Source: an optimization exercise on an open RTL-to-GDS flow (aim: small area, a short achievable clock period and few clock cycles per item). Production flows keep margins and buffers that such runs may drop. Where RTL was checked, it was by simulation tests only, not by an equivalence proof against the original. Only the layout flow was run in run 1; the RTL was not checked for function there. No activity file was given, so power comes from the tool's default toggle rates.

### config.mk
export PLATFORM = sky130hd
export DESIGN_NAME = permutation_order_crossover_unit
export DESIGN_NICKNAME = permutation_order_crossover_unit
export VERILOG_FILES = /design/flow/design.v
export SDC_FILE = /design/flow/constraint.sdc
export NUM_CORES = 4
export LEC_CHECK = 0
export CAP_MARGIN = 20
export CORE_MARGIN = 2
export CORE_UTILIZATION = 40
export SETUP_SLACK_MARGIN = 3.0
export SLEW_MARGIN = 20
### constraint.sdc
create_clock -name core_clock -period 6.0 [get_ports {clk_i}]
set_input_delay 1.2000 -clock core_clock [delete_from_list [all_inputs] [get_ports {clk_i}]]
set_output_delay 1.2000 -clock core_clock [all_outputs]
set_load 0.01 [all_outputs]
### design.v
package poc_pkg;
  localparam int unsigned TaskW       = 4;
  localparam int unsigned TaskNum     = 1 << TaskW;
  localparam int unsigned FieldSlots  = 10;
  localparam int unsigned FieldW      = TaskW * FieldSlots;
  localparam int unsigned MaskW       = FieldSlots;
  localparam int unsigned MaxSlots    = 16;
  localparam int unsigned SlotsDefault = 10;
  function automatic logic [TaskW-1:0] field_nibble(logic [FieldW-1:0] v, int unsigned k);
    logic [FieldW-1:0] sh;
    sh  = v >> (TaskW * k);
    field_nibble = '0;
    if (k < FieldSlots) begin
      field_nibble = sh[TaskW-1:0];
    end
  endfunction
  function automatic logic mask_bit(logic [MaskW-1:0] m, int unsigned k);
    logic [MaskW-1:0] sh;
    sh  = m >> k;
    mask_bit = 1'b0;
    if (k < MaskW) begin
      mask_bit = sh[0];
    end
  endfunction
  function automatic int unsigned pack_slots(int unsigned n);
    pack_slots = (n < FieldSlots) ? n : FieldSlots;
  endfunction
endpackage
module poc_rank (
  input  logic [9:0]        x_i,
  output logic [10:0][10:0] cnt_o
);
  localparam int unsigned N = 10;
  function automatic logic [N:0] conv(logic [N:0] a, logic [N:0] b);
    conv = '0;
    for (int s = 0; s <= N; s++) begin
      for (int x = 0; x <= s; x++) begin
        conv[s] = conv[s] | (a[x] & b[s-x]);
      end
    end
  endfunction
  function automatic logic [N:0] oh1(logic x);
    oh1 = '0;
    oh1[0] = !x;
    oh1[1] = x;
  endfunction
  logic [N:0] p01, p23, p45, p67, p89, q0, q1, q45_6;
  always_comb begin
    p01   = conv(oh1(x_i[0]), oh1(x_i[1]));
    p23   = conv(oh1(x_i[2]), oh1(x_i[3]));
    p45   = conv(oh1(x_i[4]), oh1(x_i[5]));
    p67   = conv(oh1(x_i[6]), oh1(x_i[7]));
    p89   = conv(oh1(x_i[8]), oh1(x_i[9]));
    q0    = conv(p01, p23);
    q1    = conv(p45, p67);
    q45_6 = conv(p45, oh1(x_i[6]));
    cnt_o[0]  = oh1(1'b0);
    cnt_o[1]  = oh1(x_i[0]);
    cnt_o[2]  = p01;
    cnt_o[3]  = conv(p01, oh1(x_i[2]));
    cnt_o[4]  = q0;
    cnt_o[5]  = conv(q0, oh1(x_i[4]));
    cnt_o[6]  = conv(q0, p45);
    cnt_o[7]  = conv(q0, q45_6);
    cnt_o[8]  = conv(q0, q1);
    cnt_o[9]  = conv(cnt_o[8], oh1(x_i[8]));
    cnt_o[10] = conv(cnt_o[8], p89);
  end
endmodule
module permutation_order_crossover_unit #(
  parameter int unsigned SLOTS = poc_pkg::SlotsDefault
) (
  input  logic                        clk_i,
  input  logic                        rst_ni,
  input  logic                        in_valid_i,
  output logic                        in_stall_o,
  input  logic [poc_pkg::FieldW-1:0]  donor_perm_i,
  input  logic [poc_pkg::FieldW-1:0]  receiver_perm_i,
  input  logic [poc_pkg::MaskW-1:0]   take_mask_i,
  output logic                        out_valid_o,
  input  logic                        out_stall_i,
  output logic [poc_pkg::FieldW-1:0]  child_perm_o,
  output logic                        fill_error_o
);
  localparam int unsigned N  = 10;
  localparam int unsigned TW = poc_pkg::TaskW;
  logic       advance;
  logic [1:0] valid_q;
  assign advance     = !(valid_q[1] && out_stall_i);
  assign in_stall_o  = !advance;
  assign out_valid_o = valid_q[1];
  always_ff @(posedge clk_i or negedge rst_ni) begin
    if (!rst_ni) begin
      valid_q <= '0;
    end else if (advance) begin
      valid_q <= {valid_q[0], in_valid_i};
    end
  end
  logic [N-1:0][TW-1:0] c_d;      
  logic [N-1:0][TW-1:0] r;        
  logic [N-1:0][15:1]   rh;       
  logic [15:1]          present;  
  logic [N-1:0][15:1]   seen;     
  logic [N-1:0]         cand_d;   
  logic [N-1:0][TW-1:0] rm_d;     
  logic [N-1:0]         empty_d;  
  logic [N-1:0][TW-1:0] c1_q, rm1_q;
  logic [N-1:0]         cand1_q, empty1_q;
  always_comb begin
    present = '0;
    for (int k = 0; k < N; k++) begin
      c_d[k]     = take_mask_i[k] ? donor_perm_i[TW*k +: TW] : '0;
      r[k]       = receiver_perm_i[TW*k +: TW];
      empty_d[k] = (c_d[k] == '0);
      for (int v = 1; v < 16; v++) begin
        rh[k][v] = (r[k] == 4'(v));
        present[v] = present[v] | (c_d[k] == 4'(v));
      end
    end
    for (int i = 0; i < N; i++) begin
      seen[i] = present;
      for (int j = 0; j < i; j++) seen[i] = seen[i] | rh[j];
      cand_d[i] = |(rh[i] & ~seen[i]);
      rm_d[i]   = cand_d[i] ? r[i] : '0;
    end
  end
  always_ff @(posedge clk_i) begin
    if (advance) begin
      c1_q     <= c_d;
      rm1_q    <= rm_d;
      cand1_q  <= cand_d;
      empty1_q <= empty_d;
    end
  end
  logic [N:0][N:0]      crank;    
  logic [N:0][N:0]      erank;    
  logic [N-1:0]         placed;   
  logic [N-1:0][TW-1:0] lst_d;    
  logic [N-1:0][3:0]    up_d;     
  logic                 err_d;
  logic [N-1:0][TW-1:0] c2_q, lst2_q;
  logic [N-1:0][3:0]    up2_q;
  logic                 err2_q;
  poc_rank u_crank (.x_i(cand1_q),  .cnt_o(crank));
  poc_rank u_erank (.x_i(empty1_q), .cnt_o(erank));
  always_comb begin
    for (int e = 0; e < N; e++) begin
      placed[e] = (erank[N] >> (e+1)) != '0;
      lst_d[e]  = '0;
      for (int i = e; i < N; i++) begin
        lst_d[e] = lst_d[e] | ((placed[e] && crank[i][e]) ? rm1_q[i] : '0);
      end
      up_d[e] = '0;
      for (int k = e; k < N; k++) begin
        if (empty1_q[k] && erank[k][e]) up_d[e] = up_d[e] | 4'(k-e);
      end
    end
    err_d = 1'b0;
    for (int n = 0; n < N; n++) begin
      if (crank[N][n] && placed[n]) err_d = 1'b1;
    end
  end
  always_ff @(posedge clk_i) begin
    if (advance) begin
      c2_q   <= c1_q;
      lst2_q <= lst_d;
      up2_q  <= up_d;
      err2_q <= err_d;
    end
  end
  logic [4:0][N-1:0][TW-1:0] x;
  logic [4:0][N-1:0][3:0]    u;
  always_comb begin
    x[4] = lst2_q;
    u[4] = up2_q;
    for (int s = 3; s >= 0; s--) begin
      for (int p = 0; p < N; p++) begin
        x[s][p] = u[s+1][p][s] ? '0 : x[s+1][p];
        u[s][p] = u[s+1][p][s] ? '0 : u[s+1][p];
        if (p >= (1 << s) && u[s+1][p-(1<<s)][s]) begin
          x[s][p] = x[s][p] | x[s+1][p-(1<<s)];
          u[s][p] = u[s][p] | u[s+1][p-(1<<s)];
        end
      end
    end
  end
  assign child_perm_o = c2_q | x[0];
  assign fill_error_o = err2_q;
endmodule
### flow/run.sh
#!/bin/bash
# The standard layout, with the port buffers made from buf_2 cells instead
# of the delay-buffer cells the flow picks by default. Every port still gets
# its own buffer; everything else is the standard.sh unchanged.
set -euo pipefail
export BUFFER_PORTS_ARGS="-buffer_cell sky130_fd_sc_hd__buf_2"
bash standard.sh finish > standard_make.log 2>&1
### standard.sh
#!/bin/bash
# synth_recipe.tcl (not shown) runs the flow's synth.tcl, then flattens the netlist and writes it again
# the make line also repeats each setting of config.mk as NAME=value (left out here)
make -C /OpenROAD-flow-scripts/flow DESIGN_CONFIG=/design/flow/config.mk WORK_HOME=/design/flow/orfs CLKGATE_MAP_FILE= SYNTH_SCRIPT=/design/flow/synth_recipe.tcl "${@:-finish}"
==> results.sh, run 1 <==
export IMPL_synth_avg_cell_area_um2=8.552
export IMPL_tns_ns=0
export IMPL_track_usage_pct=30.37
export IMPL_n_fill_cell=3426
export IMPL_ys_seq_area_share_pct=39.63
export IMPL_place_hpwl_um=46820
export IMPL_finalPower_mw=7.022
export IMPL_gp_congestion=1.027
export IMPL_cp_top_family="simple AND/OR/NAND/NOR gates"
export IMPL_fin_util_pct=55.54
export IMPL_worstMarginPinSlew_ns=0.9844
export IMPL_p_leak_nw=8.012
export IMPL_synthArstFlopShare_pct=0.9615
export IMPL_syn_to_final_growth_pct=36.73
export IMPL_yosys_register_bits=208
export IMPL_synth_edff_count=206
export IMPL_synth_flop_cell="edfxtp_1"
export IMPL_cts_root_buffer_cell="clkbuf_16"
export IMPL_cts_clk_slew_worst_paths_ns=0.07
export IMPL_die_x_um=202.3
export IMPL_ff2ff_path_depth=14
export IMPL_finish_net_count=2212
export IMPL_power_density_nw_per_um2=326.4
export IMPL_final_area_um2=21510
export IMPL_hp_class="flip-flop to flip-flop"
export IMPL_top_usage_layer="met2"
export IMPL_grt_overflow=0
export IMPL_cts_buffers=22
export IMPL_first_pass_iters=9
export IMPL_detail_route_wl_per_cell_um=25.20
export IMPL_finClkSkew_ns=0.02485
export IMPL_maxCapViolations=0
export IMPL_insertion_delay_ns=0.53
export IMPL_h_tree_depth=1
export IMPL_cpMostUsedCell="buf_4"
export IMPL_antenna_found_initial=1
export IMPL_drive_above_1_share_pct=32.91
export IMPL_rows=72
export IMPL_ir_drop_v=0.0002274
export IMPL_core_area_um2=38740
export IMPL_antenna_left=0
export IMPL_arrival_ns=3.76
export IMPL_drt_initial_drc_count=2465
export IMPL_use_met3_pct=5.272
export IMPL_cts_tree="done"
export IMPL_io_buffers=136
export IMPL_synth_cell_type_count=70
export IMPL_syn_inst=1840
export IMPL_crit_type="flip-flop to flip-flop"
export IMPL_worst_path_buf_inv=4
export IMPL_syn_nets=1956
export IMPL_synthesis_area_um2=15740
export IMPL_period_minus_slack_ns=3.501
export IMPL_start_kind="flip-flop"
export IMPL_cts_max_path_buffers=3
export IMPL_netlist_top_cells_area="edfxtp_1 (39%), nand2_1 (4.8%), nor2_1 (4.0%)"
export IMPL_cp_depth=14
export IMPL_wl_um=66300
export IMPL_setup_viol=0
export IMPL_crit_required_ns=6.26
export IMPL_status="no timing/DRC/antenna violations"
export IMPL_cp_slowest_cell="or4_4"
export IMPL_die_h_um=202.3
export IMPL_timing_fmax_mhz=285.6
export IMPL_rsz0062_at_grt="yes"
export IMPL_yosysTopAreaCellShare_pct=39.31
export IMPL_synth_area_leader_cell="edfxtp_1"
export IMPL_maxSlewHeadroom_pct=34.38
export IMPL_cts_sink_count=208
export IMPL_grt_met1_usage_pct=42.34
export IMPL_drv_slew=0
export IMPL_period_share_pct=58.35
export IMPL_dpl_cell_area_um2=17100
export IMPL_fp_dieArea_um2=40940
export IMPL_met2_usage_pct=46.61
export IMPL_grt_pass1_vias=16070
export IMPL_routed_via_count=17590
export IMPL_io_pins=137
export IMPL_hold_violations=0
export IMPL_grt_max_degree=82
export IMPL_drc_errors=0
export IMPL_whs_path_depth=0
export IMPL_crit_path_max_incr_delay_ns=0.52
export IMPL_crit_chain="inv_2, ha_4, a222oi_1, buf_4, nor2_4, or4_4, buf_4, o21ai_0, nand4_1, buf_4, nor2_4, o32ai_1, a311oi_1, nand3_1"
export IMPL_yosysWarnings=2
export IMPL_vias_per_cell=6.686
export IMPL_cp_end_kind="flip-flop"
export IMPL_start_util_pct=40.62
export IMPL_grt_pass1_wl_um=96910
export IMPL_cp_max_fo=14
## state kept, by name, summed over array words and instances, names as in the netlist
signal	cells
lst2_q	40
empty1_q	10
cand1_q	10
c2_q	40
u	25
rm1_q	40
c1_q	40
valid_q	2
err2_q	1
## report_power, final
part           switching, mW  leakage, nW  internal (mW)
sequential             0.408         2.20           1.94
combinational           1.83         5.42           1.31
clock                  0.593        0.392          0.938
## stage by stage
stage               instances  hold WS [ns]  setup WS [ns]
finish                   2631        0.4178          2.499
CTS                      2570        0.4174          2.548
detailed placement       2409        0.4045          1.534
global route             2630        0.4264          2.400
global placement         2409        0.4035          1.641
floorplan                1840        0.4003          2.339
## Yosys cell counts, drive strengths merged, types with 16 or more instances
cell type / n
and2: 65
ha: 22
nor3: 65
nand3: 84
a221oi: 24
inv: 57
nand2b: 58
clkbuf: 85
a221o: 26
o22ai: 95
nor2: 169
a22o: 33
nor2b: 58
edfxtp: 206
a21o: 18
o32ai: 16
a21oi: 96
a222oi: 32
nand2: 202
o21ai: 93
o211ai: 16
nand3b: 24
nor4: 33
a22oi: 41
nand4: 41
## path summary, 6_finish.rpt
check,startpoint,to,slack [ns]
min reg2reg,c1_q[24]$_DFFE_PN_,c2_q[24]$_DFFE_PN_,0.42
max reg2reg,empty1_q[5]$_DFFE_PN_,err2_q$_SDFFCE_PP1N_,2.50
min in group asynchronous,rst_ni,valid_q[0]$_DFFE_PN0N_,0.44
min,c1_q[24]$_DFFE_PN_,c2_q[24]$_DFFE_PN_,0.42
max in group asynchronous,rst_ni,valid_q[1]$_DFFE_PN0N_,5.45
max,empty1_q[5]$_DFFE_PN_,err2_q$_SDFFCE_PP1N_,2.50
## cell type report
type / count / area (um2) / area share, %
multi-input combinational: 1486 / 11080 / 51.51
sequential: 208 / 6237 / 28.99
timing repair buffer: 318 / 2482 / 11.54
tap: 518 / 648.1 / 3.013
clock buffer: 23 / 554.3 / 2.576
clock inverter: 17 / 261.5 / 1.215
inverter: 60 / 245.2 / 1.140
antenna: 1 / 2.502 / 0.01163
## cell usage in the layout (no fill, tap or decap), types with 28 or more instances in the layout
cell type,count
edfxtp_1,206
nand2_1,190
nor2_1,147
buf_4,133
buf_2,100
nand3_1,76
buf_6,72
a21oi_1,66
and2_1,57
o21ai_0,55
o22ai_1,50
nor2b_1,46
inv_1,46
nand4_1,41
nand2b_1,37
nor3_1,36
a222oi_1,32
o22ai_2,30
a22o_1,30
a22oi_1,28
## kinds of logic (layout without fill, tap and decap cells)
| family | after synthesis | count (layout) | share of synthesized area, % |
|---|---|---|---|
| compound gates | 586 | 586 | 26.14 |
| fa+ha+maj | 22 | 22 | 1.749 |
| buf+inv | 149 | 418 | 3.610 |
| flops | 208 | 208 | 39.63 |
| mux | 6 | 6 | 0.3976 |
| other cells | 0 | 1 | 0 |
| simple gates | 869 | 872 | 28.47 |
## routing by layer
metal	vias to the layer above	routed length (um)
met5	-	0
met4	0	3593
met3	272	7053
met2	1275	29180
met1	8323	26480
li1	7720	-
## timing repair
| item | in CTS | in global routing |
|---|---|---|
| pin swaps | 148 | 130 |
| buffers inserted | 118 | 60 |
| gates resized for setup | 310 | 215 |
| endpoints found under the setup margin | 134 | 119 |
| gates cloned | 3 | 0 |
| hold buffers | 0 | 0 |
==> run 2: changes to the inputs <==
--- a/design.v
+++ b/design.v
@@ -103,7 +103,6 @@
   logic [N-1:0][15:1]   seen;     
   logic [N-1:0]         cand_d;   
-  logic [N-1:0][TW-1:0] rm_d;     
   logic [N-1:0]         empty_d;  
-  logic [N-1:0][TW-1:0] c1_q, rm1_q;
+  logic [N-1:0][TW-1:0] c1_q, r1_q;
   logic [N-1:0]         cand1_q, empty1_q;
   always_comb begin
@@ -122,5 +121,4 @@
       for (int j = 0; j < i; j++) seen[i] = seen[i] | rh[j];
       cand_d[i] = |(rh[i] & ~seen[i]);
-      rm_d[i]   = cand_d[i] ? r[i] : '0;
     end
   end
@@ -128,5 +126,5 @@
     if (advance) begin
       c1_q     <= c_d;
-      rm1_q    <= rm_d;
+      r1_q     <= r;
       cand1_q  <= cand_d;
       empty1_q <= empty_d;
@@ -149,5 +147,5 @@
       lst_d[e]  = '0;
       for (int i = e; i < N; i++) begin
-        lst_d[e] = lst_d[e] | ((placed[e] && crank[i][e]) ? rm1_q[i] : '0);
+        lst_d[e] = lst_d[e] | ((placed[e] && crank[i][e] && cand1_q[i]) ? r1_q[i] : '0);
       end
       up_d[e] = '0;
--- a/config.mk
+++ b/config.mk
@@ -9,4 +9,4 @@
 export CORE_MARGIN = 2
 export CORE_UTILIZATION = 40
-export SETUP_SLACK_MARGIN = 3.0
+export SETUP_SLACK_MARGIN = 2.0
 export SLEW_MARGIN = 20
==> results.sh, run 2 <==
export IMPL_syn_nets=1944
export IMPL_rsz0062_at_grt="yes"
export IMPL_crit_required_ns=4.80
export IMPL_worst_path_buf_inv=1
export IMPL_netlist_top_cells_count="edfxtp_1 (206), nand2_1 (197), nor2_1 (177)"
export IMPL_io_buffers=136
export IMPL_yosysWarnings=2
export IMPL_holdBufCountCts=0
export IMPL_finClkSkew_ns=0.008126
export IMPL_cts_buffers=23
export IMPL_grt_overflow=0
export IMPL_synth_flop_cell="edfxtp_1"
export IMPL_final_area_um2=17620
export IMPL_antenna_left=0
export IMPL_layout_commonest_cell="edfxtp_1"
export IMPL_tns_ns=0
export IMPL_crit_path_max_incr_delay_ns=0.94
export IMPL_place_hpwl_um=48920
export IMPL_fp_dieArea_um2=40840
export IMPL_yosysTopAreaCellShare_pct=39.41
export IMPL_worstMarginPinSlew_ns=1.204
export IMPL_wl_um=62650
export IMPL_p_leak_nw=6.312
export IMPL_cp_end_kind="primary output"
export IMPL_synth_area_leader_cell="edfxtp_1"
export IMPL_cp_max_fo=10
export IMPL_syn_inst=1828
export IMPL_timing_rr_end="err2_q$_SDFFCE_PP1N_"
export IMPL_r2r_start="empty1_q[7]$_DFFE_PN_"
export IMPL_setup_viol=0
export IMPL_start_kind="flip-flop"
export IMPL_drt_initial_drc_count=2103
export IMPL_grt_max_degree=76
export IMPL_dp_cells=2405
export IMPL_cts_sink_count=208
export IMPL_gp_congestion=1.028
export IMPL_insertion_delay_ns=0.55
export IMPL_netlist_top_cells_area="edfxtp_1 (39%), nand2_1 (4.7%), nor2_1 (4.2%)"
export IMPL_drc_errors=0
export IMPL_n_fill_cell=3823
export IMPL_comb_power_share_pct=37.3
export IMPL_pre_cts_ws_ns=1.638
export IMPL_first_pass_iters=7
export IMPL_drv_slew=0
export IMPL_period_share_pct=64.62
export IMPL_crit_type="flip-flop to primary output"
export IMPL_setup_ws_ns=2.123
export IMPL_ys_seq_area_share_pct=39.73
export IMPL_hp_class="flip-flop to flip-flop"
export IMPL_yosys_register_bits=208
export IMPL_timing_fmax_mhz=257.9
export IMPL_dpl_cell_area_um2=16770
export IMPL_drive_above_1_share_pct=12.10
export IMPL_maxSlewHeadroom_pct=18.67
export IMPL_h_tree_depth=1
export IMPL_start_util_pct=40.61
export IMPL_diodes=0
export IMPL_power_density_nw_per_um2=316.0
export IMPL_period_minus_slack_ns=3.877
export IMPL_rows=72
export IMPL_intPower_mw=3.314
export IMPL_synthArstFlopShare_pct=0.9615
export IMPL_ff2ff_path_depth=12
export IMPL_cts_tree="done"
export IMPL_syn_to_final_growth_pct=12.24
export IMPL_vias_per_cell=6.630
export IMPL_startpoint="u[167]$_SDFFCE_PP1N_"
export IMPL_r2r_setup_slack_ns=2.14
export IMPL_p_seq_share_pct=39.0
export IMPL_p_switching_mw=2.253
export IMPL_crit_chain="nor4b_1, a21oi_1, o21ai_0, buf_2"
export IMPL_grt_pass1_wl_um=93780
export IMPL_cp_depth=4
export IMPL_pwr_share_clk_pct=23.7
export IMPL_detail_route_wl_per_cell_um=25.47
export IMPL_synthesis_area_um2=15700
export IMPL_hold_violations=0
export IMPL_cts_clk_slew_worst_paths_ns=0.06
export IMPL_finish_net_count=2043
export IMPL_final_cell_mix="edfxtp_1 (206), nand2_1 (196), nor2_1 (176)"
export IMPL_synth_edff_count=206
export IMPL_status="no timing/DRC/antenna violations"
export IMPL_track_usage_pct=29.89
export IMPL_synth_most_common_cell="edfxtp_1"
export IMPL_endpoint="child_perm_o[10]"
export IMPL_arrival_ns=2.68
export IMPL_routed_via_count=16310
export IMPL_grt_pass1_vias=15040
export IMPL_cts_max_path_buffers=3
export IMPL_p_sw_share_pct=40.48
export IMPL_cp_top_family="simple AND/OR/NAND/NOR gates"
export IMPL_die_x_um=202.1
export IMPL_synth_avg_cell_area_um2=8.587
export IMPL_maxCapViolations=0
export IMPL_cp_slowest_cell="nor4b_1"
export IMPL_cts_root_buffer_cell="clkbuf_16"
export IMPL_ir_drop_v=0.0001971
export IMPL_synth_cell_type_count=76
export IMPL_die_h_um=202.1
export IMPL_fin_cells=2460
export IMPL_io_pins=137
export IMPL_antenna_found_initial=1
export IMPL_core_area_um2=38650
run 2: cell types whose count changed after synthesis, sizes merged, moves of 17 or more:
cell / change
nor3: +28
nor2b: -19
o22ai: -27
a22oi: +21
a31oi: +17
a21oi: -19
run 2: how the worst min path moves through the flow:
stage                       startpoint                     end  slack, ns  depth (start not counted)
global placement    c1_q[32]$_DFFE_PN_      c2_q[32]$_DFFE_PN_       0.40                          0
detailed placement  c1_q[10]$_DFFE_PN_      c2_q[10]$_DFFE_PN_       0.40                          0
CTS                             rst_ni  valid_q[0]$_DFFE_PN0N_       0.41                          1
global route                    rst_ni  valid_q[1]$_DFFE_PN0N_       0.42                          1
floorplan            c1_q[0]$_DFFE_PN_       c2_q[0]$_DFFE_PN_       0.40                          0
finish               c1_q[7]$_DFFE_PN_       c2_q[7]$_DFFE_PN_       0.42                          0
run 2: logic make-up after synthesis:
group	Yosys count	synth area share, %
AO/OA/AOI/OAI	559	25.37
XOR/XNOR	1	0.05581
adder cells (fa/ha/maj)	22	1.754
buffers and inverters	145	3.579
flip-flops	208	39.73
multiplexers	6	0.3906
AND/OR/NAND/NOR	887	29.12
run 2: what timing repair did:
| item | in CTS | in global routing |
|---|---|---|
| gates resized for setup | 1 | 10 |
| setup endpoints to repair | 19 | 35 |
| buffers inserted | 2 | 13 |
| pin swaps | 1 | 1 |
| gates cloned | 0 | 0 |
run 2: power groups by stage:
stage               registers, mW  clock network, mW  logic [mW]
floorplan                    2.02                  0        1.35
global placement             2.20                  0        1.97
detailed placement           2.20                  0        1.97
CTS                          2.17               1.34        1.98
global route                 2.19               1.40        2.24
finish                       2.17               1.32        2.08
run 2: layout make-up:
class	instances	area [um2]	share of cell area, %
multi-input combinational	1475	8965	50.89
sequential	208	6236	35.40
timing repair buffer	161	868.3	4.929
tap	518	648.1	3.679
clock buffer	28	594.3	3.374
inverter	58	217.7	1.236
clock inverter	12	87.58	0.4972
run 2: worst reg2reg max path: stages, from the launching register on:
cell and delay [ns]:
edfxtp_1 0.58, inv_1 0.13, ha_1 0.34, a222oi_1 0.35
buf_4 0.20, nor2_2 0.03, or4_4 0.55, a22oi_2 0.22
nand3_2 0.16, nor3_4 0.19, and4b_4 0.31, o22ai_1 0.10
or4_1 0.42
run 2: metal layers:
metal  track usage, %  share of wire, %  routed length (um)  vias to the layer above
li1                 -                 -                   -                     7375
met1            40.39                41               25820                     7754
met2            46.74                45               28040                      970
met3            4.740               8.6                5386                      211
met4            14.65               5.4                3403                        0
met5                0                 0                   0                        -
run 2: stage by stage:
stage / util (%) / hold slack [ns] / total power [mW]
finish: 45.58 / 0.4188 / 5.567
global route: 45.58 / 0.4226 / 5.826
CTS: 45.21 / 0.4063 / 5.498
detailed placement: 43.40 / 0.4045 / 4.165
global placement: 43.40 / 0.4008 / 4.167
floorplan: - / 0.4003 / 3.372
Testbench counts of run 2, summed over its fixed seeds: cycles 4,008, items 4,000.
==> run 3: changes to the inputs <==
--- a/config.mk
+++ b/config.mk
@@ -9,4 +9,4 @@
 export CORE_MARGIN = 2
 export CORE_UTILIZATION = 40
-export SETUP_SLACK_MARGIN = 2.0
+export SETUP_SLACK_MARGIN = 2.3
 export SLEW_MARGIN = 20
==> results.sh, run 3 <==
export IMPL_multi_input_area_um2=9166
export IMPL_h_tree_depth=1
export IMPL_netlist_top_cells_count="edfxtp_1 (206), nand2_1 (197), nor2_1 (177)"
export IMPL_cp_slowest_cell="or4_4"
export IMPL_rsz0062_at_grt="yes"
export IMPL_crit_chain="inv_1, ha_2, a222oi_1, buf_4, nor2_2, or4_4, a22oi_2, nand3_2, nor3_4, and4b_4, o22ai_1, or4_1"
export IMPL_syn_inst=1828
export IMPL_tns_ns=0
export IMPL_crit_type="flip-flop to flip-flop"
export IMPL_io_buffers=136
export IMPL_grt_overflow=0
export IMPL_ys_seq_area_share_pct=39.73
export IMPL_power_density_nw_per_um2=325.8
export IMPL_finish_net_count=2080
export IMPL_period_share_pct=61.97
export IMPL_crit_required_ns=6.27
export IMPL_cp_end_kind="flip-flop"
export IMPL_maxCapViolations=0
export IMPL_final_area_um2=18250
export IMPL_finClkSkew_ns=0.01386
export IMPL_synth_edff_count=206
export IMPL_synthesis_area_um2=15700
export IMPL_drv_slew=0
export IMPL_ir_drop_v=0.0001758
export IMPL_cts_buffers=23
export IMPL_grt_pass1_wl_um=93270
export IMPL_arrival_ns=3.99
export IMPL_synth_flop_cell="edfxtp_1"
export IMPL_die_x_um=202.1
export IMPL_cts_clk_slew_worst_paths_ns=0.06
export IMPL_seqCellArea_um2=6236
export IMPL_yosys_register_bits=208
export IMPL_setup_viol=0
export IMPL_antenna_found_initial=1
export IMPL_holdBufCountCts=0
export IMPL_hp_class="flip-flop to flip-flop"
export IMPL_diodes=0
export IMPL_first_pass_iters=9
export IMPL_io_pins=137
export IMPL_syn_to_final_growth_pct=16.29
export IMPL_yosysTopAreaCellShare_pct=39.41
export IMPL_grt_max_degree=122
export IMPL_drt_initial_drc_count=2057
export IMPL_synth_cell_type_count=76
export IMPL_final_cell_mix="edfxtp_1 (206), nand2_1 (196), nor2_1 (175)"
export IMPL_detail_route_wl_per_cell_um=25.34
export IMPL_status="no timing/DRC/antenna violations"
export IMPL_synth_most_common_cell="edfxtp_1"
export IMPL_cts_tree="done"
export IMPL_routed_via_count=16510
export IMPL_layout_commonest_cell="edfxtp_1"
export IMPL_cp_max_fo=8
export IMPL_n_fill_cell=3747
export IMPL_track_usage_pct=29.71
export IMPL_maxSlewHeadroom_pct=30.09
export IMPL_worstMarginPinSlew_ns=1.049
export IMPL_vias_per_cell=6.605
export IMPL_crit_path_max_incr_delay_ns=0.55
export IMPL_wl_um=63340
export IMPL_hold_violations=0
export IMPL_yosysWarnings=2
export IMPL_drc_errors=0
export IMPL_period_minus_slack_ns=3.718
export IMPL_start_util_pct=40.61
export IMPL_dpl_cell_area_um2=16760
export IMPL_cts_root_buffer_cell="clkbuf_16"
export IMPL_insertion_delay_ns=0.54
export IMPL_cp_top_family="simple AND/OR/NAND/NOR gates"
export IMPL_netlist_top_cells_area="edfxtp_1 (39%), nand2_1 (4.7%), nor2_1 (4.2%)"
export IMPL_fp_dieArea_um2=40840
export IMPL_cts_sink_count=208
export IMPL_cts_max_path_buffers=3
export IMPL_syn_nets=1944
export IMPL_gp_congestion=1.019
export IMPL_grt_pass1_vias=14880
export IMPL_die_h_um=202.1
export IMPL_start_kind="flip-flop"
export IMPL_rows=72
export IMPL_synthArstFlopShare_pct=0.9615
export IMPL_antenna_left=0
export IMPL_worst_path_buf_inv=2
export IMPL_drive_above_1_share_pct=15.65
export IMPL_synth_avg_cell_area_um2=8.587
export IMPL_synth_area_leader_cell="edfxtp_1"
export IMPL_core_area_um2=38650
export IMPL_finalPower_mw=5.946
export IMPL_timing_fmax_mhz=268.9
export IMPL_place_hpwl_um=48620
export IMPL_p_leak_nw=6.588
## run 3: path summary, 6_finish.rpt
kind,startpoint,end,slack [ns],depth (start not counted)
setup / recovery,empty1_q[1]$_DFFE_PN_,err2_q$_SDFFCE_PP1N_,2.28,12
hold / removal,c1_q[16]$_DFFE_PN_,c2_q[16]$_DFFE_PN_,0.42,0
setup reg to reg,empty1_q[1]$_DFFE_PN_,err2_q$_SDFFCE_PP1N_,2.28,12
hold reg to reg,c1_q[16]$_DFFE_PN_,c2_q[16]$_DFFE_PN_,0.42,0
max in group asynchronous,rst_ni,valid_q[1]$_DFFE_PN0N_,5.46,1
min in group asynchronous,rst_ni,valid_q[0]$_DFFE_PN0N_,0.44,1
## run 3: cell type report
type / count / share of cell area [%]
Timing Repair Buffer: 198 / 6.320
Tap cell: 518 / 3.551
Sequential cell: 208 / 34.17
Multi-Input combinational cell: 1475 / 50.22
Clock buffer: 24 / 3.174
Inverter: 58 / 1.193
Clock inverter: 18 / 1.378
## run 3: cell families (layout without fill, tap and decap cells)
kind of cell | Yosys count | count (layout) | synth area share [%]
fa+ha+maj | 22 | 22 | 1.754
compound gates | 559 | 559 | 25.37
xor+xnor | 1 | 1 | 0.05581
simple gates | 887 | 887 | 29.12
buf+inv | 145 | 298 | 3.579
mux | 6 | 6 | 0.3906
flops | 208 | 208 | 39.73
## run 3: power breakdown
| part | switching (mW) | total (mW) | leakage, nW | internal (mW) |
|---|---|---|---|---|
| logic | 1.41 | 2.22 | 4.01 | 0.811 |
| registers | 0.297 | 2.19 | 2.18 | 1.90 |
| clock network | 0.602 | 1.53 | 0.402 | 0.931 |
| total | 2.31 | 5.95 | 6.59 | 3.64 |
## run 3: per-layer routing
layer	part of all wire (%)	vias to the layer above	GRT usage, %
met5	0.024	-	0
met4	5.0	2	12.62
met3	8.0	180	3.128
met2	45	959	47.09
met1	42	7915	41.42
li1	-	7451	-
## run 3: through the flow
step	util, %	setup slack (ns)	std cells	hold WS, ns
global placement	43.36	1.656	2403	0.4019
floorplan	-	2.320	1828	0.4003
detailed placement	43.36	1.568	2403	0.4057
CTS	46.08	2.213	2466	0.4194
global route	47.23	2.115	2499	0.4208
finish	47.23	2.282	2499	0.4175
## run 3: what timing repair did
action | CTS | global route
resized for setup | 14 | 42
buffers inserted | 21 | 32
endpoints found under the setup margin | 59 | 53
pin swaps | 6 | 10
cloned | 0 | 1
endpoints found under the hold margin | 0 | 0
==> run 4: changes to the inputs <==
--- a/config.mk
+++ b/config.mk
@@ -6,7 +6,8 @@
 export NUM_CORES = 4
 export LEC_CHECK = 0
+export ABC_AREA = 1
 export CAP_MARGIN = 20
 export CORE_MARGIN = 2
 export CORE_UTILIZATION = 40
-export SETUP_SLACK_MARGIN = 2.3
+export SETUP_SLACK_MARGIN = 2.5
 export SLEW_MARGIN = 20
==> results.sh, run 4 <==
export IMPL_status="no timing/DRC/antenna violations"
export IMPL_synthArstFlopShare_pct=0.9615
export IMPL_hp_class="flip-flop to flip-flop"
export IMPL_synthesis_area_um2=16590
export IMPL_gp_congestion=1.024
export IMPL_final_area_um2=19520
export IMPL_routed_via_count=18470
export IMPL_antenna_left=0
export IMPL_timing_fmax_mhz=272.9
export IMPL_drc_errors=0
export IMPL_maxCapViolations=0
export IMPL_synth_most_common_cell="nand2_1"
export IMPL_dpl_cell_area_um2=17830
export IMPL_ir_drop_v=0.0001962
export IMPL_grt_overflow=0
export IMPL_cts_clk_slew_worst_paths_ns=0.06
export IMPL_io_pins=137
export IMPL_grt_met1_usage_pct=43.94
export IMPL_grt_pass1_wl_um=101800
export IMPL_period_share_pct=61.07
export IMPL_layout_commonest_cell="nand2_1"
export IMPL_synth_edff_count=206
export IMPL_cts_max_path_buffers=3
export IMPL_rows=74
export IMPL_ys_seq_area_share_pct=37.60
export IMPL_die_h_um=207.6
export IMPL_start_util_pct=40.53
export IMPL_netlist_top_cells_area="edfxtp_1 (37%), nand2_1 (15%), nor2_1 (9.8%)"
export IMPL_worstMarginPinSlew_ns=0.8293
export IMPL_vias_per_cell=5.746
export IMPL_die_x_um=207.6
export IMPL_drive_above_1_share_pct=12.64
export IMPL_cp_max_fo=4
export IMPL_arrival_ns=2.46
export IMPL_rsz0062_at_grt="yes"
export IMPL_synth_cell_type_count=53
export IMPL_antenna_found_initial=1
export IMPL_cts_tree="done"
export IMPL_crit_required_ns=4.80
export IMPL_crit_type="flip-flop to primary output"
export IMPL_finish_net_count=2782
export IMPL_netlist_top_cells_count="nand2_1 (660), nor2_1 (431), inv_1 (420)"
export IMPL_period_minus_slack_ns=3.664
export IMPL_track_usage_pct=30.62
export IMPL_yosysTopAreaCellShare_pct=37.30
export IMPL_grt_pass1_vias=16860
export IMPL_cts_root_buffer_cell="clkbuf_16"
export IMPL_core_area_um2=40920
export IMPL_detail_route_wl_per_cell_um=21.37
export IMPL_syn_nets=2588
export IMPL_start_kind="flip-flop"
export IMPL_wl_um=68710
export IMPL_syn_inst=2472
export IMPL_insertion_delay_ns=0.55
export IMPL_finClkSkew_ns=0.02403
export IMPL_setup_viol=0
export IMPL_pre_cts_ws_ns=2.143
export IMPL_setup_ws_ns=2.336
export IMPL_top_usage_layer="met2"
export IMPL_n_fill_cell=4230
export IMPL_place_hpwl_um=55860
export IMPL_grt_max_degree=95
export IMPL_drv_slew=0
export IMPL_yosys_register_bits=208
export IMPL_holdBufCountCts=0
export IMPL_synth_avg_cell_area_um2=6.710
export IMPL_power_density_nw_per_um2=324.6
export IMPL_cts_buffers=23
export IMPL_use_met3_pct=4.312
export IMPL_syn_to_final_growth_pct=17.68
export IMPL_synth_flop_cell="edfxtp_1"
export IMPL_hold_worst_slack_ns=0.4131
export IMPL_met2_usage_pct=46.75
export IMPL_yosysWarnings=2
export IMPL_p_leak_nw=9.105
export IMPL_cp_end_kind="primary output"
export IMPL_h_tree_depth=1
export IMPL_tns_ns=0
export IMPL_final_cell_mix="nand2_1 (652), nor2_1 (425), inv_1 (398)"
export IMPL_fp_dieArea_um2=43110
export IMPL_finalPower_mw=6.336
export IMPL_synth_area_leader_cell="edfxtp_1"
export IMPL_drt_initial_drc_count=2306
export IMPL_maxSlewHeadroom_pct=44.51
export IMPL_hold_violations=0
export IMPL_first_pass_iters=6
export IMPL_cts_sink_count=208
export IMPL_io_buffers=136
-- run 4: changes by cell type after synthesis, sizes merged, moves of 31 or more --
cell,delta
nand3,+82
clkbuf,-56
nor3,-35
nor2b,-39
inv,+369
a22oi,-54
and2,-56
nand2b,-66
a21oi,-31
nor2,+255
nand2,+471
nand4,+74
-- run 4: through the flow --
stage               cells  utilization (%)
finish               3215            47.69
global route         3215            47.69
CTS                  3177            46.33
detailed placement   3116            43.57
global placement     3116            43.57
floorplan            2472                -
-- run 4: worst paths after layout --
check                                           start                     end  slack (ns)  depth (start not counted)
worst max-delay path             u[167]$_SDFFCE_PP1N_        child_perm_o[22]        2.34                          8
min in group asynchronous                      rst_ni  valid_q[1]$_DFFE_PN0N_        0.43                          1
worst max register to register  empty1_q[4]$_DFFE_PN_    lst2_q[15]$_DFFE_PN_        2.63                         19
worst min-delay path               c1_q[39]$_DFFE_PN_      c2_q[39]$_DFFE_PN_        0.41                          0
max in group asynchronous                      rst_ni  valid_q[0]$_DFFE_PN0N_        5.47                          1
worst min register to register     c1_q[39]$_DFFE_PN_      c2_q[39]$_DFFE_PN_        0.41                          0
-- run 4: worst max-delay path: stages (launching register included) --
cell and delay [ns]:
edfxtp_1 0.47, buf_4 0.20, nor2_4 0.17, inv_1 0.16, o22ai_1 0.20, inv_1 0.13
o32ai_4 0.21, a221o_1 0.26, buf_2 0.14
-- run 4: kinds of logic after synthesis --
family / synth area share [%]
AO/OA/AOI/OAI: 13.03
buffers and inverters: 10.46
flip-flops: 37.60
adder cells (fa/ha/maj): 1.660
AND/OR/NAND/NOR: 37.25
-- run 4: layer usage --
layer	wire, um	part of all wire (%)
met4	2993	4.4
met3	5572	8.1
met1	30340	44
met2	29800	43
met5	0	0
-- run 4: report_power, final --
part | internal (mW) | total [mW] | switching (mW)
clock | 0.803 | 1.40 | 0.596
sequential | 1.92 | 2.20 | 0.283
combinational | 0.869 | 2.74 | 1.87
-- run 4: area by class of cell --
type / count / area, um2 / area share [%]
diodes: 1 / 2.502 / 0.01282
flip-flops and latches: 208 / 6236 / 31.95
well taps: 532 / 665.6 / 3.410
inverters: 427 / 1615 / 8.276
repair buffers: 193 / 1151 / 5.897
clock inverters: 15 / 157.7 / 0.8077
multi-input cells: 1813 / 9104 / 46.64
clock buffers: 26 / 586.8 / 3.006
-- run 4: repair_timing --
action / CTS / global route
setup endpoints to repair: 33 / 54
pin swaps: 16 / 28
setup buffers: 20 / 35
cloned: 0 / 2
gates resized for setup: 65 / 77
==> run 5: changes to the inputs <==
--- a/config.mk
+++ b/config.mk
@@ -6,5 +6,4 @@
 export NUM_CORES = 4
 export LEC_CHECK = 0
-export ABC_AREA = 1
 export CAP_MARGIN = 20
 export CORE_MARGIN = 2
==> results.sh, run 5 <==
export IMPL_seqCellArea_um2=6236
export IMPL_synth_cell_type_count=76
export IMPL_synth_most_common_cell="edfxtp_1"
export IMPL_synthesis_area_um2=15700
export IMPL_cts_sink_count=208
export IMPL_dp_cells=2403
export IMPL_crit_required_ns=6.27
export IMPL_cp_end_kind="flip-flop"
export IMPL_first_pass_iters=9
export IMPL_yosysTopAreaCellShare_pct=39.41
export IMPL_netlist_top_cells_area="edfxtp_1 (39%), nand2_1 (4.7%), nor2_1 (4.2%)"
export IMPL_p_leak_nw=6.602
export IMPL_r2r_start="empty1_q[0]$_DFFE_PN_"
export IMPL_maxSlewHeadroom_pct=34.75
export IMPL_timing_fmax_mhz=278.6
export IMPL_cts_root_buffer_cell="clkbuf_16"
export IMPL_power_density_nw_per_um2=317.2
export IMPL_drc_errors=0
export IMPL_whs_path_depth=0
export IMPL_cts_max_path_buffers=3
export IMPL_hold_violations=0
export IMPL_syn_nets=1944
export IMPL_layout_commonest_cell="edfxtp_1"
export IMPL_hold_worst_slack_ns=0.4168
export IMPL_worstMarginPinSlew_ns=0.9787
export IMPL_cts_clk_slew_worst_paths_ns=0.06
export IMPL_cp_max_fo=7
export IMPL_yosysWarnings=2
export IMPL_top_usage_layer="met2"
export IMPL_diodes=0
export IMPL_syn_to_final_growth_pct=17.02
export IMPL_cts_tree="done"
export IMPL_ys_seq_area_share_pct=39.73
export IMPL_finalPower_mw=5.825
export IMPL_r2r_setup_slack_ns=2.41
export IMPL_finish_net_count=2089
export IMPL_pre_cts_ws_ns=1.626
export IMPL_n_fill_cell=3702
export IMPL_drt_initial_drc_count=2337
export IMPL_io_pins=137
export IMPL_cts_buffers=22
export IMPL_fp_dieArea_um2=40840
export IMPL_final_cell_mix="edfxtp_1 (206), nand2_1 (195), nor2_1 (171)"
export IMPL_timing_rr_end="err2_q$_SDFFCE_PP1N_"
export IMPL_grt_met1_usage_pct=40.54
export IMPL_status="no timing/DRC/antenna violations"
export IMPL_rsz0062_at_grt="yes"
export IMPL_gp_congestion=1.007
export IMPL_dpl_cell_area_um2=16840
export IMPL_antenna_found_initial=3
export IMPL_detail_route_wl_per_cell_um=25.57
export IMPL_rows=72
export IMPL_syn_inst=1828
export IMPL_grt_pass1_vias=15190
export IMPL_netlist_top_cells_count="edfxtp_1 (206), nand2_1 (197), nor2_1 (177)"
export IMPL_setup_ws_ns=2.411
export IMPL_routed_via_count=16550
export IMPL_synth_avg_cell_area_um2=8.587
export IMPL_drive_above_1_share_pct=17.30
export IMPL_fin_cells=2506
export IMPL_grt_pass1_wl_um=94560
export IMPL_h_tree_depth=1
export IMPL_start_kind="flip-flop"
export IMPL_fin_util_pct=47.53
export IMPL_hp_class="flip-flop to flip-flop"
export IMPL_arrival_ns=3.85
export IMPL_synthArstFlopShare_pct=0.9615
export IMPL_start_util_pct=40.61
export IMPL_setup_viol=0
export IMPL_antenna_left=0
export IMPL_hold_start="c1_q[15]$_DFFE_PN_"
export IMPL_final_area_um2=18370
export IMPL_drv_slew=0
export IMPL_core_area_um2=38650
export IMPL_die_x_um=202.1
export IMPL_io_buffers=136
export IMPL_grt_max_degree=78
export IMPL_use_met3_pct=3.773
export IMPL_multi_input_area_um2=9314
export IMPL_synth_area_leader_cell="edfxtp_1"
export IMPL_insertion_delay_ns=0.53
export IMPL_period_share_pct=59.82
export IMPL_place_hpwl_um=48920
export IMPL_track_usage_pct=30.00
export IMPL_period_minus_slack_ns=3.589
export IMPL_grt_overflow=0
export IMPL_die_h_um=202.1
export IMPL_finClkSkew_ns=0.02049
export IMPL_met2_usage_pct=48.47
export IMPL_maxCapViolations=0
export IMPL_yosys_register_bits=208
export IMPL_synth_edff_count=206
export IMPL_ff2ff_path_depth=12
export IMPL_vias_per_cell=6.603
export IMPL_wl_um=64070
export IMPL_crit_type="flip-flop to flip-flop"
export IMPL_synth_flop_cell="edfxtp_1"
export IMPL_whs_endpoint="c2_q[15]$_DFFE_PN_"
export IMPL_tns_ns=0
export IMPL_ir_drop_v=0.0001816
-- run 5: cell families after synthesis --
logic type | after synthesis | share of synthesized area (%)
XOR/XNOR | 1 | 0.05581
adder cells (fa/ha/maj) | 22 | 1.754
AO/OA/AOI/OAI | 559 | 25.37
AND/OR/NAND/NOR | 887 | 29.12
buffers and inverters | 145 | 3.579
multiplexers | 6 | 0.3906
flip-flops | 208 | 39.73
-- run 5: critical path, stage by stage (launching register included) --
cell and delay [ns]:
edfxtp_1 0.51, inv_2 0.13, ha_4 0.23, a222oi_1 0.32
buf_4 0.22, nor2_2 0.05, or4_4 0.57, a22oi_2 0.21
nand3_2 0.16, nor3_4 0.21, and4b_4 0.28, o22ai_2 0.07
or4_1 0.40
-- run 5: area by class of cell --
type	count	share of cell area, %
repair buffers	208	6.757
multi-input cells	1475	50.71
clock buffers	29	3.140
clock inverters	10	0.6744
well taps	518	3.529
flip-flops and latches	208	33.95
inverters	58	1.240
-- run 5: timing repair --
| action | in CTS | in global routing |
|---|---|---|
| gates cloned | 0 | 0 |
| gates resized for setup | 35 | 61 |
| pin swaps | 11 | 20 |
| buffers inserted | 37 | 27 |
| hold buffers | 0 | 0 |
| endpoints found under the setup margin | 74 | 49 |
-- run 5: worst max-delay path by stage --
| stage | depth (start not counted) | start | endpoint | slack, ns |
|---|---|---|---|---|
| finish | 12 | empty1_q[0]$_DFFE_PN_ | err2_q$_SDFFCE_PP1N_ | 2.41 |
| global route | 12 | empty1_q[7]$_DFFE_PN_ | err2_q$_SDFFCE_PP1N_ | 2.32 |
| CTS | 12 | empty1_q[0]$_DFFE_PN_ | err2_q$_SDFFCE_PP1N_ | 2.43 |
| detailed placement | 11 | empty1_q[6]$_DFFE_PN_ | err2_q$_SDFFCE_PP1N_ | 1.63 |
| global placement | 11 | empty1_q[6]$_DFFE_PN_ | err2_q$_SDFFCE_PP1N_ | 1.69 |
| floorplan | 12 | empty1_q[4]$_DFFE_PN_ | err2_q$_SDFFCE_PP1N_ | 2.44 |
-- run 5: layer usage --
| metal | routed length (um) | part of all wire [%] |
|---|---|---|
| met5 | 29 | 0.045 |
| met3 | 5184 | 8.1 |
| met2 | 29410 | 46 |
| met1 | 26170 | 41 |
| met4 | 3281 | 5.1 |
-- run 5: power breakdown --
group	internal (mW)	switching, mW	leakage, nW
logic	0.852	1.45	4.09
clock network	0.770	0.571	0.332
registers	1.89	0.285	2.18
==> run 6: changes to the inputs <==
--- a/config.mk
+++ b/config.mk
@@ -6,7 +6,7 @@
 export NUM_CORES = 4
 export LEC_CHECK = 0
-export CAP_MARGIN = 20
+export CAP_MARGIN = 5
 export CORE_MARGIN = 2
 export CORE_UTILIZATION = 40
 export SETUP_SLACK_MARGIN = 2.5
-export SLEW_MARGIN = 20
+export SLEW_MARGIN = 5
==> results.sh, run 6 <==
export IMPL_wl_um=63740
export IMPL_final_cell_mix="edfxtp_1 (206), nand2_1 (195), nor2_1 (171)"
export IMPL_drt_met1_wl_um=25710
export IMPL_finish_net_count=2093
export IMPL_drv_slew=0
export IMPL_drc_errors=0
export IMPL_yosysWarnings=2
export IMPL_seqCellArea_um2=6236
export IMPL_timing_fmax_mhz=279.9
export IMPL_status="no timing/DRC/antenna violations"
export IMPL_netlist_top_cells_count="edfxtp_1 (206), nand2_1 (197), nor2_1 (177)"
export IMPL_detail_route_wl_per_cell_um=25.39
export IMPL_crit_required_ns=6.27
export IMPL_synthArstFlopShare_pct=0.9615
export IMPL_yosys_register_bits=208
export IMPL_tns_ns=0
export IMPL_n_fill_cell=3688
export IMPL_cts_sink_count=208
export IMPL_diodes=0
export IMPL_synth_cell_type_count=76
export IMPL_grt_max_degree=78
export IMPL_cp_end_kind="flip-flop"
export IMPL_grt_pass1_wl_um=93210
export IMPL_grt_overflow=0
export IMPL_crit_chain="buf_4, ha_2, a222oi_1, buf_4, nor2_2, or4_4, a22oi_2, nand3_2, nor3_4, and4b_4, o22ai_1, or4_1"
export IMPL_hp_class="flip-flop to flip-flop"
export IMPL_pre_cts_ws_ns=1.651
export IMPL_period_minus_slack_ns=3.573
export IMPL_crit_path_max_incr_delay_ns=0.57
export IMPL_setup_ws_ns=2.427
export IMPL_finalPower_mw=5.955
export IMPL_setup_viol=0
export IMPL_cts_buffers=23
export IMPL_cts_root_buffer_cell="clkbuf_16"
export IMPL_hold_violations=0
export IMPL_period_share_pct=59.55
export IMPL_cp_slowest_cell="or4_4"
export IMPL_antenna_left=0
export IMPL_crit_type="flip-flop to flip-flop"
export IMPL_die_h_um=202.1
export IMPL_rows=72
export IMPL_synth_edff_count=206
export IMPL_track_usage_pct=29.59
export IMPL_ir_drop_v=0.0001788
export IMPL_dr_wl_met3_um=5258
export IMPL_grt_pass1_vias=15160
export IMPL_fin_util_pct=48.03
export IMPL_syn_to_final_growth_pct=18.26
export IMPL_rsz0062_at_grt="yes"
export IMPL_worstMarginPinSlew_ns=0.9955
export IMPL_syn_inst=1828
export IMPL_multi_input_area_um2=9422
export IMPL_die_x_um=202.1
export IMPL_cts_max_path_buffers=3
export IMPL_synth_avg_cell_area_um2=8.587
export IMPL_maxSlewHeadroom_pct=32.76
export IMPL_drive_above_1_share_pct=18.47
export IMPL_fp_dieArea_um2=40840
export IMPL_insertion_delay_ns=0.53
export IMPL_holdBufCountCts=0
export IMPL_place_hpwl_um=48590
export IMPL_synth_flop_cell="edfxtp_1"
export IMPL_cpMostUsedCell="buf_4"
export IMPL_io_buffers=136
export IMPL_route_met2_wl_um=29300
export IMPL_ys_seq_area_share_pct=39.73
export IMPL_vias_per_cell=6.598
export IMPL_layout_commonest_cell="edfxtp_1"
export IMPL_arrival_ns=3.85
export IMPL_synth_most_common_cell="edfxtp_1"
export IMPL_first_pass_iters=8
export IMPL_routed_via_count=16560
export IMPL_start_util_pct=40.61
export IMPL_syn_nets=1944
export IMPL_drt_initial_drc_count=2287
export IMPL_finClkSkew_ns=0.01696
export IMPL_gp_congestion=1.007
export IMPL_cts_tree="done"
export IMPL_synth_area_leader_cell="edfxtp_1"
export IMPL_synthesis_area_um2=15700
export IMPL_netlist_top_cells_area="edfxtp_1 (39%), nand2_1 (4.7%), nor2_1 (4.2%)"
export IMPL_hold_worst_slack_ns=0.4179
export IMPL_startpoint="empty1_q[0]$_DFFE_PN_"
export IMPL_core_area_um2=38650
export IMPL_io_pins=137
export IMPL_cts_clk_slew_worst_paths_ns=0.07
export IMPL_start_kind="flip-flop"
export IMPL_antenna_found_initial=2
export IMPL_dr_max_layer_used="met4"
export IMPL_yosysTopAreaCellShare_pct=39.41
export IMPL_cp_max_fo=7
export IMPL_maxCapViolations=0
export IMPL_power_density_nw_per_um2=320.8
export IMPL_hold_start="c1_q[15]$_DFFE_PN_"
export IMPL_h_tree_depth=1
export IMPL_r2r_start="empty1_q[0]$_DFFE_PN_"
export IMPL_p_leak_nw=6.653
-- run 6: report_power, final --
group          total, mW  switching (mW)  internal, mW  leakage [nW]
registers           2.18           0.281          1.89          2.18
logic               2.36            1.48         0.871          4.11
clock network       1.42           0.581         0.842         0.361
-- run 6: worst paths after layout --
| check | endpoint | slack [ns] | depth (start not counted) |
|---|---|---|---|
| worst max-delay path | err2_q$_SDFFCE_PP1N_ | 2.43 | 12 |
| max in group asynchronous | valid_q[1]$_DFFE_PN0N_ | 5.46 | 1 |
| worst max register to register | err2_q$_SDFFCE_PP1N_ | 2.43 | 12 |
| worst min-delay path | c2_q[15]$_DFFE_PN_ | 0.42 | 0 |
| worst min register to register | c2_q[15]$_DFFE_PN_ | 0.42 | 0 |
| min in group asynchronous | valid_q[0]$_DFFE_PN0N_ | 0.44 | 1 |
-- run 6: what timing repair did --
| action | in CTS | in global routing |
|---|---|---|
| setup buffers | 29 | 37 |
| gates resized for setup | 42 | 95 |
| endpoints found under the setup margin | 71 | 53 |
| gates cloned | 1 | 0 |
| pin swaps | 11 | 24 |
-- run 6: per-stage QoR --
| step | cells | instance area, um2 |
|---|---|---|
| floorplan | 1828 | 15820 |
| global placement | 2403 | 16830 |
| detailed placement | 2403 | 16830 |
| CTS | 2473 | 17990 |
| global route | 2510 | 18560 |
| finish | 2510 | 18560 |
-- run 6: metal layers --
| layer | global-route usage, % | vias to the layer above |
|---|---|---|
| met2 | 47.91 | 1016 |
| li1 | - | 7494 |
| met1 | 39.63 | 7841 |
| met5 | 0 | - |
| met3 | 3.515 | 210 |
| met4 | 13.84 | 0 |
-- run 6: layout make-up --
type | count | share of cell area, %
multi-input cells | 1475 | 50.75
flip-flops and latches | 208 | 33.59
repair buffers | 211 | 6.841
well taps | 518 | 3.492
clock buffers | 28 | 3.202
inverters | 58 | 1.240
clock inverters | 12 | 0.8762
-- run 6: logic make-up after synthesis --
family | Yosys count | synth area share [%]
flops | 208 | 39.73
buf+inv | 145 | 3.579
mux | 6 | 0.3906
simple gates | 887 | 29.12
fa+ha+maj | 22 | 1.754
compound gates | 559 | 25.37
xor+xnor | 1 | 0.05581
-- run 6: critical path: cells and delay by family (launching register included) --
kind / cells / cell delay (ns)
fa+ha+maj: 1 / 0.22
flops: 1 / 0.50
buf+inv: 2 / 0.41
compound gates: 3 / 0.55
simple gates: 6 / 1.63
==> run 7: changes to the inputs <==
--- a/config.mk
+++ b/config.mk
@@ -6,7 +6,7 @@
 export NUM_CORES = 4
 export LEC_CHECK = 0
-export CAP_MARGIN = 5
+export CAP_MARGIN = 20
 export CORE_MARGIN = 2
 export CORE_UTILIZATION = 40
-export SETUP_SLACK_MARGIN = 2.5
-export SLEW_MARGIN = 5
+export SETUP_SLACK_MARGIN = 2.6
+export SLEW_MARGIN = 20
==> results.sh, run 7 <==
export IMPL_maxCapViolations=0
export IMPL_layout_commonest_cell="edfxtp_1"
export IMPL_cts_buffers=22
export IMPL_io_pins=137
export IMPL_setup_viol=0
export IMPL_cts_clk_slew_worst_paths_ns=0.07
export IMPL_detail_route_wl_per_cell_um=26.42
export IMPL_vias_per_cell=6.622
export IMPL_rsz0062_at_grt="yes"
export IMPL_start_util_pct=40.61
export IMPL_synthesis_area_um2=15700
export IMPL_syn_to_final_growth_pct=22.14
export IMPL_drv_slew=0
export IMPL_die_h_um=202.1
export IMPL_grt_pass1_wl_um=98410
export IMPL_cp_max_fo=6
export IMPL_gp_congestion=0.9788
export IMPL_h_tree_depth=1
export IMPL_power_density_nw_per_um2=319.2
export IMPL_status="no timing/DRC/antenna violations"
export IMPL_drc_errors=0
export IMPL_yosysTopAreaCellShare_pct=39.41
export IMPL_grt_overflow=0
export IMPL_first_pass_iters=6
export IMPL_cts_tree="done"
export IMPL_start_kind="flip-flop"
export IMPL_cts_max_path_buffers=3
export IMPL_grt_pass1_vias=15410
export IMPL_syn_nets=1944
export IMPL_insertion_delay_ns=0.54
export IMPL_synth_avg_cell_area_um2=8.587
export IMPL_synthArstFlopShare_pct=0.9615
export IMPL_worstMarginPinSlew_ns=0.9848
export IMPL_drt_initial_drc_count=2052
export IMPL_synth_edff_count=206
export IMPL_cts_root_buffer_cell="clkbuf_16"
export IMPL_routed_via_count=16710
export IMPL_fin_util_pct=49.61
export IMPL_die_x_um=202.1
export IMPL_hp_class="flip-flop to flip-flop"
export IMPL_holdBufCountCts=0
export IMPL_netlist_top_cells_count="edfxtp_1 (206), nand2_1 (197), nor2_1 (177)"
export IMPL_cp_end_kind="primary output"
export IMPL_rows=72
export IMPL_hold_violations=0
export IMPL_drive_above_1_share_pct=21.98
export IMPL_arrival_ns=2.40
export IMPL_finalPower_mw=6.120
export IMPL_crit_required_ns=4.80
export IMPL_wl_um=66690
export IMPL_tns_ns=0
export IMPL_fp_dieArea_um2=40840
export IMPL_antenna_left=0
export IMPL_diodes=0
export IMPL_period_minus_slack_ns=3.601
export IMPL_final_cell_mix="edfxtp_1 (206), nand2_1 (191), nor2_1 (168)"
export IMPL_ys_seq_area_share_pct=39.73
export IMPL_synth_area_leader_cell="edfxtp_1"
export IMPL_track_usage_pct=31.38
export IMPL_yosysWarnings=2
export IMPL_setup_ws_ns=2.399
export IMPL_pre_cts_ws_ns=1.718
export IMPL_io_buffers=136
export IMPL_maxSlewHeadroom_pct=33.74
export IMPL_finish_net_count=2107
export IMPL_period_share_pct=60.01
export IMPL_antenna_found_initial=0
export IMPL_syn_inst=1828
export IMPL_crit_type="flip-flop to primary output"
export IMPL_p_leak_nw=6.875
export IMPL_timing_fmax_mhz=277.7
export IMPL_cts_sink_count=208
export IMPL_yosys_register_bits=208
export IMPL_core_area_um2=38650
export IMPL_ir_drop_v=0.0002000
export IMPL_synth_most_common_cell="edfxtp_1"
export IMPL_grt_max_degree=80
export IMPL_synth_cell_type_count=76
export IMPL_finClkSkew_ns=0.01382
export IMPL_netlist_top_cells_area="edfxtp_1 (39%), nand2_1 (4.7%), nor2_1 (4.2%)"
export IMPL_synth_flop_cell="edfxtp_1"
export IMPL_place_hpwl_um=50400
## run 7: power breakdown
group	switching (mW)	total, mW	internal [mW]
clock	0.584	1.39	0.805
sequential	0.298	2.19	1.89
combinational	1.58	2.54	0.959
total	2.46	6.12	3.66
## run 7: critical path, cell delays in order (launching register included)
cell	delay (ns)
edfxtp_1	0.45
buf_6	0.15
clkinv_4	0.04
nor2_4	0.05
a21oi_4	0.26
clkinv_4	0.17
a21o_4	0.27
a221o_1	0.32
buf_2	0.14
## run 7: worst paths after layout
kind | start | to | slack, ns | cells after the start
setup / recovery | u[162]$_SDFFCE_PP1N_ | child_perm_o[30] | 2.40 | 8
hold / removal | c1_q[16]$_DFFE_PN_ | c2_q[16]$_DFFE_PN_ | 0.41 | 0
setup reg to reg | empty1_q[4]$_DFFE_PN_ | err2_q$_SDFFCE_PP1N_ | 2.49 | 12
hold reg to reg | c1_q[16]$_DFFE_PN_ | c2_q[16]$_DFFE_PN_ | 0.41 | 0
max in group asynchronous | rst_ni | valid_q[0]$_DFFE_PN0N_ | 5.47 | 1
min in group asynchronous | rst_ni | valid_q[1]$_DFFE_PN0N_ | 0.43 | 1
## run 7: through the flow
step / hold WS, ns / area [um2] / cells
after floorplan: 0.4003 / 15850 / 1828
after global placement: 0.4023 / 16840 / 2403
after detailed placement: 0.4045 / 16840 / 2403
after CTS: 0.4125 / 18220 / 2481
after global routing: 0.4177 / 19170 / 2524
final: 0.4114 / 19170 / 2524
## run 7: logic make-up after synthesis
group | after synthesis | synth area share (%)
XOR/XNOR | 1 | 0.05581
adder cells (fa/ha/maj) | 22 | 1.754
buffers and inverters | 145 | 3.579
AO/OA/AOI/OAI | 559 | 25.37
AND/OR/NAND/NOR | 887 | 29.12
multiplexers | 6 | 0.3906
flip-flops | 208 | 39.73
## run 7: timing repair
item	in CTS	in global routing
pin swaps	29	70
setup buffers	39	42
setup endpoints to repair	78	59
endpoints found under the hold margin	0	0
resized for setup	91	152
gates cloned	0	1
## run 7: layout make-up
type | count | area [um2]
repair buffers | 226 | 1411
multi-input cells | 1475 | 9907
clock buffers | 26 | 565.5
inverters | 58 | 252.7
well taps | 518 | 648.1
flip-flops and latches | 208 | 6236
fillers | 3675 | 19470
clock inverters | 13 | 151.4
## run 7: per-layer routing
metal  vias up  GRT usage [%]  wire [um]
met3       189          3.434       5193
li1       7524              -          -
met1      8067          43.96      28040
met4         0          12.90       3289
met2       934          49.58      30170
met5         -              0          0

==> static timing again, ports no longer ideal <==
No port has a modelled driver above. Below, the same layouts with a new extraction and two added sets of constraints. Step 1 (the two cells are an assumption about what drives the block):
set clk [get_ports {clk_i}]
set_driving_cell -lib_cell sky130_fd_sc_hd__clkbuf_16 $clk
set_driving_cell -lib_cell sky130_fd_sc_hd__buf_2 [delete_from_list [all_inputs] $clk]
Step 2 also shifts input and output timing later by t, the mid clock arrival at the registers, as if the neighbouring blocks saw the same clock. Slacks: ideal ports / drivers / drivers and shift; pairs: ideal ports / drivers.
run	t (ns)	setup WS [ns]	hold slack, ns
run 1	0.561	2.499 / 2.463 / 2.233	0.418 / 0.418 / 0.418
run 2	0.595	2.123 / 2.071 / 1.576	0.419 / 0.399 / 0.419
run 3	0.583	2.282 / 2.282 / 1.896	0.418 / 0.416 / 0.418
run 4	0.581	2.336 / 2.289 / 2.200	0.413 / 0.413 / 0.413
run 5	0.573	2.411 / 2.411 / 1.994	0.417 / 0.417 / 0.417
run 6	0.575	2.427 / 2.400 / 1.936	0.418 / 0.418 / 0.418
run 7	0.583	2.399 / 2.351 / 2.066	0.411 / 0.405 / 0.411
After both steps every run listed still meets setup and hold. The setup slack of run 2, which loses most, moves by -0.052 ns with the drivers and by -0.547 ns with both steps.
